Context: an optimization exercise on an open-source flow, tuned for small area, a short achievable clock period and few clock cycles per item. The choices shown serve that exercise and are no tape-out recipe. Where RTL was checked, it was by simulation tests only, not by an equivalence proof against the original. Power figures rest on the tool's default switching activity, not on a simulated workload.

// div_cluster
module div_cluster (
  input  logic              clk,
  input  logic              reset,
  input  logic              start,
  input  div_pkg::tag_t     tag,
  input  div_pkg::operand_t dividend,
  input  div_pkg::operand_t divisor,
  input  div_pkg::tag_t     rd_tag,
  output logic              ready,
  output logic              complete,
  output div_pkg::tag_t     complete_tag,
  output logic              rd_valid,
  output div_pkg::operand_t rd_quotient,
  output div_pkg::operand_t rd_remainder
);
  localparam int N = 5;
  logic              accept, leave;
  logic              s1_valid, s1_bypass, s1_div0, in_bypass;
  div_pkg::tag_t     s1_tag;
  div_pkg::operand_t s1_dividend, s1_divisor;
  logic [4:0]        s1_nd, s1_nv;
  logic [3:0]        s1_shift, byp_len;
  logic [N-1:0]      busy, done, finishing, eng_grant, avail, load;
  div_pkg::tag_t     e_tag [N];
  div_pkg::operand_t e_quo [N];
  div_pkg::operand_t e_rem [N];
  logic [3:0]        e_shift [N];
  div_pkg::operand_t ld_divisor;
  logic [16:0]       ld_q;
  logic              byp_grant, eng_job;
  logic              we;
  div_pkg::tag_t     w_tag;
  logic [16:0]       w_field;
  logic [3:0]        w_len;
  logic              w_div0;
  assign accept = start & ready;
  div_dispatch u_dispatch (
    .clk         (clk),
    .reset       (reset),
    .accept      (accept),
    .tag         (tag),
    .dividend    (dividend),
    .divisor     (divisor),
    .leave       (leave),
    .s1_valid    (s1_valid),
    .s1_tag      (s1_tag),
    .s1_dividend (s1_dividend),
    .s1_divisor  (s1_divisor),
    .s1_nd       (s1_nd),
    .s1_nv       (s1_nv),
    .s1_bypass   (s1_bypass),
    .s1_div0     (s1_div0),
    .in_bypass   (in_bypass)
  );
  assign s1_shift   = 4'(s1_nd - s1_nv);
  assign byp_len    = s1_div0 ? 4'(s1_nd - 5'd1) : 4'd0;
  assign ld_divisor = s1_divisor << s1_shift;
  ...
Settings: LEC_CHECK=0, ABC_CLOCK_PERIOD_IN_PS=2200, CAP_MARGIN=20, CORE_MARGIN=2, CORE_UTILIZATION=40, CTS_CLUSTER_DIAMETER=70, CTS_CLUSTER_SIZE=24, SETUP_SLACK_MARGIN=2.8, SLEW_MARGIN=20, TNS_END_PERCENT=10; clock period 5.0 ns.
run.sh (not shown) runs the stock make flow with config.mk's settings and CLKGATE_MAP_FILE= SYNTH_SCRIPT=/design/flow/synth_recipe.tcl, a recipe that flattens the netlist after the stock synthesis.
The starting point completed with no timing, DRC or antenna violations.
Testbench counts at the start, summed over its fixed seeds: cycles 2,218, items 2,048.
Next try:
ABC_AREA = 1   (was unset)
ABC_CLOCK_PERIOD_IN_PS = unset   (was 2200)
Effect: Die area went up slightly; design area went up by a few percent; routed wire length went up by roughly a tenth; worst setup slack gets better by 0.21 ns; synthesized area went up slightly; clock-buffer cell count went up by 6; sequential share of layout area went down by 1.7 points.

Setup of red:
div_cluster, a different RTL version from the one above (not shown whole).
For scale: about 2400 cells after synthesis, roughly 690 flip-flops, roughly 82 I/O pins.
## div_cluster
module div_cluster (
  input  logic              clk,
  input  logic              reset,
  input  logic              start,
  input  div_pkg::tag_t     tag,
  input  div_pkg::operand_t dividend,
  input  div_pkg::operand_t divisor,
  input  div_pkg::tag_t     rd_tag,
  output logic              ready,
  output logic              complete,
  output div_pkg::tag_t     complete_tag,
  output logic              rd_valid,
  output div_pkg::operand_t rd_quotient,
  output div_pkg::operand_t rd_remainder
);
  localparam int N = 4;
  logic              accept, leave;
  logic              s1_valid, s1_bypass, s1_div0, in_bypass;
  div_pkg::tag_t     s1_tag;
  div_pkg::operand_t s1_dividend, s1_divisor;
  logic [4:0]        s1_nd, s1_nv;
  logic [3:0]        s1_shift, byp_len;
  logic [N-1:0]      busy, done, finishing, eng_grant, avail, load;
  div_pkg::tag_t     e_tag [N];
  div_pkg::operand_t e_quo [N];
  div_pkg::operand_t e_rem [N];
  logic [3:0]        e_shift [N];
  div_pkg::operand_t ld_divisor;
  ...
==> flow/config.mk <==
export PLATFORM = sky130hd
export DESIGN_NAME = div_cluster
export DESIGN_NICKNAME = div_cluster
export VERILOG_FILES = /design/flow/design.v
export SDC_FILE = /design/flow/constraint.sdc
export NUM_CORES = 4
export LEC_CHECK = 0
export ABC_CLOCK_PERIOD_IN_PS = 2200
export CAP_MARGIN = 20
export CORE_MARGIN = 2
export CORE_UTILIZATION = 40
export CTS_CLUSTER_DIAMETER = 70
export CTS_CLUSTER_SIZE = 24
export SETUP_SLACK_MARGIN = 2.2
export SLEW_MARGIN = 20
export TNS_END_PERCENT = 10
==> flow/constraint.sdc <==
create_clock -name core_clock -period 5.0 [get_ports {clk}]
set_input_delay 1.0000 -clock core_clock [delete_from_list [all_inputs] [get_ports {clk}]]
set_output_delay 1.0000 -clock core_clock [all_outputs]
set_load 0.01 [all_outputs]
Testbench counts of red, summed over its fixed seeds: cycles 2,358, items 2,048.
diff inputs: red => blue
- a change of SETUP_SLACK_MARGIN from 2.2 to 2.5
- a change of TNS_END_PERCENT from 10 to 0
## What came out
- From red to blue the numbers moved as follows: wire length of the first global-routing pass shows a reduction of 1.7%, number of antenna violations at the first check in global routing picked up an extra 2, critical path depth +8.
- Power share of the combinational group delta for blue relative to red: 1.2 points higher
- Changes observed in blue relative to red: worst setup slack went up by 0.15 ns; via density per instance neither gained nor lost much.
- blue gives less shortest period the worst path allows than red did.
## Diff of input files: green against blue
- changing CORE_UTILIZATION from 40 to 55
- setting PLACE_DENSITY to 0.7 for the first time
- changing TNS_END_PERCENT from 0 to 10
[summary]
green ends up with a global routing met3 resource utilization that is 0.84 points higher than in blue.
For total power after layout, blue and green come out practically identical.
Looking at headroom to the max-slew limit across green and blue, the one that comes out higher is green.
Here is what was changed in the inputs of orange compared with green.
- removing PLACE_DENSITY (formerly 0.7)
- removing ABC_CLOCK_PERIOD_IN_PS (formerly 2200)
- changing CORE_UTILIZATION from 55 to 40
- setting ABC_AREA to 1 for the first time
- setting GPL_ROUTABILITY_DRIVEN to 0 for the first time
==> results.txt <==
u_store.l[2] as the worst setup path startpoint was reported by orange, and u_dispatch.s1_nd[0] by green. orange vs green: inserted tap cell count up in orange. Relative to green, the routed wire length of orange is higher by about 11%. In orange, portion of the layout cell area used by clock cells is higher than in green. Of green and orange, the lower total power consumption of the routed design belongs to green. orange reports its cell with the largest stage delay on the worst path as sky130_fd_sc_hd__dfxtp_4 while green reports sky130_fd_sc_hd__fa_2.

Another version of the RTL of div_cluster (not shown whole).
Size: about 2600 cells after synthesis, about 770 flip-flops, about 82 I/O pins, about 0.034 sq mm of cells after synthesis.
export LEC_CHECK = 0
export CAP_MARGIN = 20
export CORE_MARGIN = 2
export CORE_UTILIZATION = 40
export SETUP_SLACK_MARGIN = 2.8
export SLEW_MARGIN = 20
create_clock -name core_clock -period 5.0 [get_ports {clk}]
Testbench counts at the start, summed over its fixed seeds: cycles 2,250, items 2,048.
==> next run, changes <==
Settings changed: CTS_CLUSTER_DIAMETER from default to 70, CTS_CLUSTER_SIZE from default to 24, TNS_END_PERCENT from default to 10.
The changed run completed without violations.
Via count drops by 4.2%.
Synthesized cell count is unchanged.
Total power drops by 14%.

Another version of the RTL of div_cluster (not shown whole).
For scale: ~2700 cells after synthesis, roughly 0.035 mm^2 of cells after synthesis.
make LEC_CHECK=0 ABC_CLOCK_PERIOD_IN_PS=2200 CAP_MARGIN=20 CORE_MARGIN=2 CORE_UTILIZATION=40 SETUP_SLACK_MARGIN=2.7 SLEW_MARGIN=20 finish   # period 5.0 ns
The first run went through all stages and came out clean.
Then changed:
Settings changed: SETUP_SLACK_MARGIN 2.7 to not set.
Outcome:
- The changed run passed the timing, DRC and antenna checks
- total power fell by 3.4%
- non-clock buffer count fell by 172
- synthesized area is unchanged
- register-to-register slack loses 0.85 ns
No functional check of the RTL was part of any run of this note.

maple:
RTL: one of the versions met above, not the one the previous note started from.
For scale: ~3100 cells after synthesis, roughly 690 flip-flops, roughly 82 I/O pins, roughly 31000 µm² of cells after synthesis.
==> flow/design.v (excerpt) <==
module div_cluster (
  input  logic              clk,
  input  logic              reset,
  input  logic              start,
  input  div_pkg::tag_t     tag,
  input  div_pkg::operand_t dividend,
  input  div_pkg::operand_t divisor,
  input  div_pkg::tag_t     rd_tag,
  output logic              ready,
  output logic              complete,
  output div_pkg::tag_t     complete_tag,
  output logic              rd_valid,
  output div_pkg::operand_t rd_quotient,
  output div_pkg::operand_t rd_remainder
);
  localparam int N = 4;
  logic              accept, leave;
  logic              s1_valid, s1_bypass, s1_div0, in_bypass;
  div_pkg::tag_t     s1_tag;
  div_pkg::operand_t s1_dividend, s1_divisor;
  logic [4:0]        s1_nd, s1_nv;
  logic [3:0]        s1_shift, byp_len;
  logic [N-1:0]      busy, done, finishing, eng_grant, avail, load;
  div_pkg::tag_t     e_tag [N];
  div_pkg::operand_t e_quo [N];
  div_pkg::operand_t e_rem [N];
  logic [3:0]        e_shift [N];
  div_pkg::operand_t ld_divisor;
  logic [16:0]       ld_q;
  logic              byp_grant, eng_job;
  logic              we;
  div_pkg::tag_t     w_tag;
  logic [16:0]       w_field;
  logic [3:0]        w_len;
  logic              w_div0;
  assign accept = start & ready;
  div_dispatch u_dispatch (
    .clk         (clk),
    .reset       (reset),
    .accept      (accept),
    .tag         (tag),
    .dividend    (dividend),
    .divisor     (divisor),
    .leave       (leave),
    .s1_valid    (s1_valid),
    .s1_tag      (s1_tag),
    .s1_dividend (s1_dividend),
    .s1_divisor  (s1_divisor),
    .s1_nd       (s1_nd),
    .s1_nv       (s1_nv),
    .s1_bypass   (s1_bypass),
    .s1_div0     (s1_div0),
    .in_bypass   (in_bypass)
  );
  assign s1_shift   = 4'(s1_nd - s1_nv);
  assign byp_len    = s1_div0 ? 4'(s1_nd - 5'd1) : 4'd0;
  assign ld_divisor = s1_divisor << s1_shift;
  assign ld_q       = 17'(1) << (4'd15 - s1_shift);
  for (genvar i = 0; i < N; i++) begin : g_eng
    divider_nr u_div (
      .clk         (clk),
  ...
export LEC_CHECK = 0
export ABC_AREA = 1
export CAP_MARGIN = 20
export CORE_MARGIN = 2
export CORE_UTILIZATION = 40
export CTS_CLUSTER_DIAMETER = 70
export CTS_CLUSTER_SIZE = 24
export SETUP_SLACK_MARGIN = 2.8
export SLEW_MARGIN = 20
export TNS_END_PERCENT = 10
create_clock -name core_clock -period 5.0 [get_ports {clk}]
Testbench counts of maple, summed over its fixed seeds: cycles 2,358, items 2,048.
Relative to maple, the following input files were edited for birch:
--- a/flow/config.mk
+++ b/flow/config.mk
@@ -6,5 +6,5 @@
 export NUM_CORES = 4
 export LEC_CHECK = 0
-export ABC_AREA = 1
+export ABC_CLOCK_PERIOD_IN_PS = 2200
 export CAP_MARGIN = 20
 export CORE_MARGIN = 2
--- outcome ---
- Diff maple -> birch: die boundary width shrank by 2.1 µm, share of total power in the clock network grew by 2.2 points, number of buffer and inverter instances along the worst setup path shrank by 1.
- On worst hold slack: between birch and maple, it ends up higher for birch.
- From maple to birch the numbers moved as follows: post-detailed-placement cell area lost about 0.6%, count of clock-buffer cells in the layout picked up an extra 3.8%, sequential fraction of total cell area picked up an extra 0.56 points, setup slack lost 0.058 ns.

## port drivers added, routing unchanged
The results above use ideal ports. As a check the final layouts listed here were re-extracted and re-timed, cells and wires unchanged. Step 1 sets driving cells, clkbuf_16 on the clock port and buf_2 on the other inputs (assumed; they add their load-dependent delay and slew). Step 2, shift: input delay + t, output delay - t, t = (earliest + latest rising clock arrival at the registers) / 2. This alone moves slack from input paths to output paths. Slacks: ideal ports / drivers / drivers and shift; pairs: ideal ports / drivers.
run | shift t [ns] | slack for setup (ns) | worst setup path at the end
the first run of note 1 | 0.684 | 2.071 / 2.050 / 1.656 | input to register
the second run of note 1 | 0.667 | 2.284 / 2.236 / 1.859 | input to register
red | 0.666 | 1.992 / 1.931 / 1.491 | input to register
blue | 0.655 | 2.138 / 2.108 / 1.577 | input to register
green | 0.651 | 2.172 / 2.143 / 1.717 | input to register
orange | 0.666 | 2.309 / 2.241 / 1.881 | input to register
the first run of note 3 | 0.692 | 1.938 / 1.938 / 1.532 | input to register
the second run of note 3 | 0.680 | 1.865 / 1.865 / 1.553 | input to register
the first run of note 4 | 0.716 | 2.253 / 2.253 / 1.665 | input to register
the second run of note 4 | 0.710 | 1.404 / 1.404 / 0.974 | input to register
maple | 0.678 | 2.290 / 2.231 / 2.004 | input to register
birch | 0.672 | 2.232 / 2.168 / 1.737 | input to register
After both steps setup and hold are still met in every run listed. The setup slack of the first run of note 4, which loses most, moves by 0.000 ns with the drivers and by -0.588 ns with both steps.
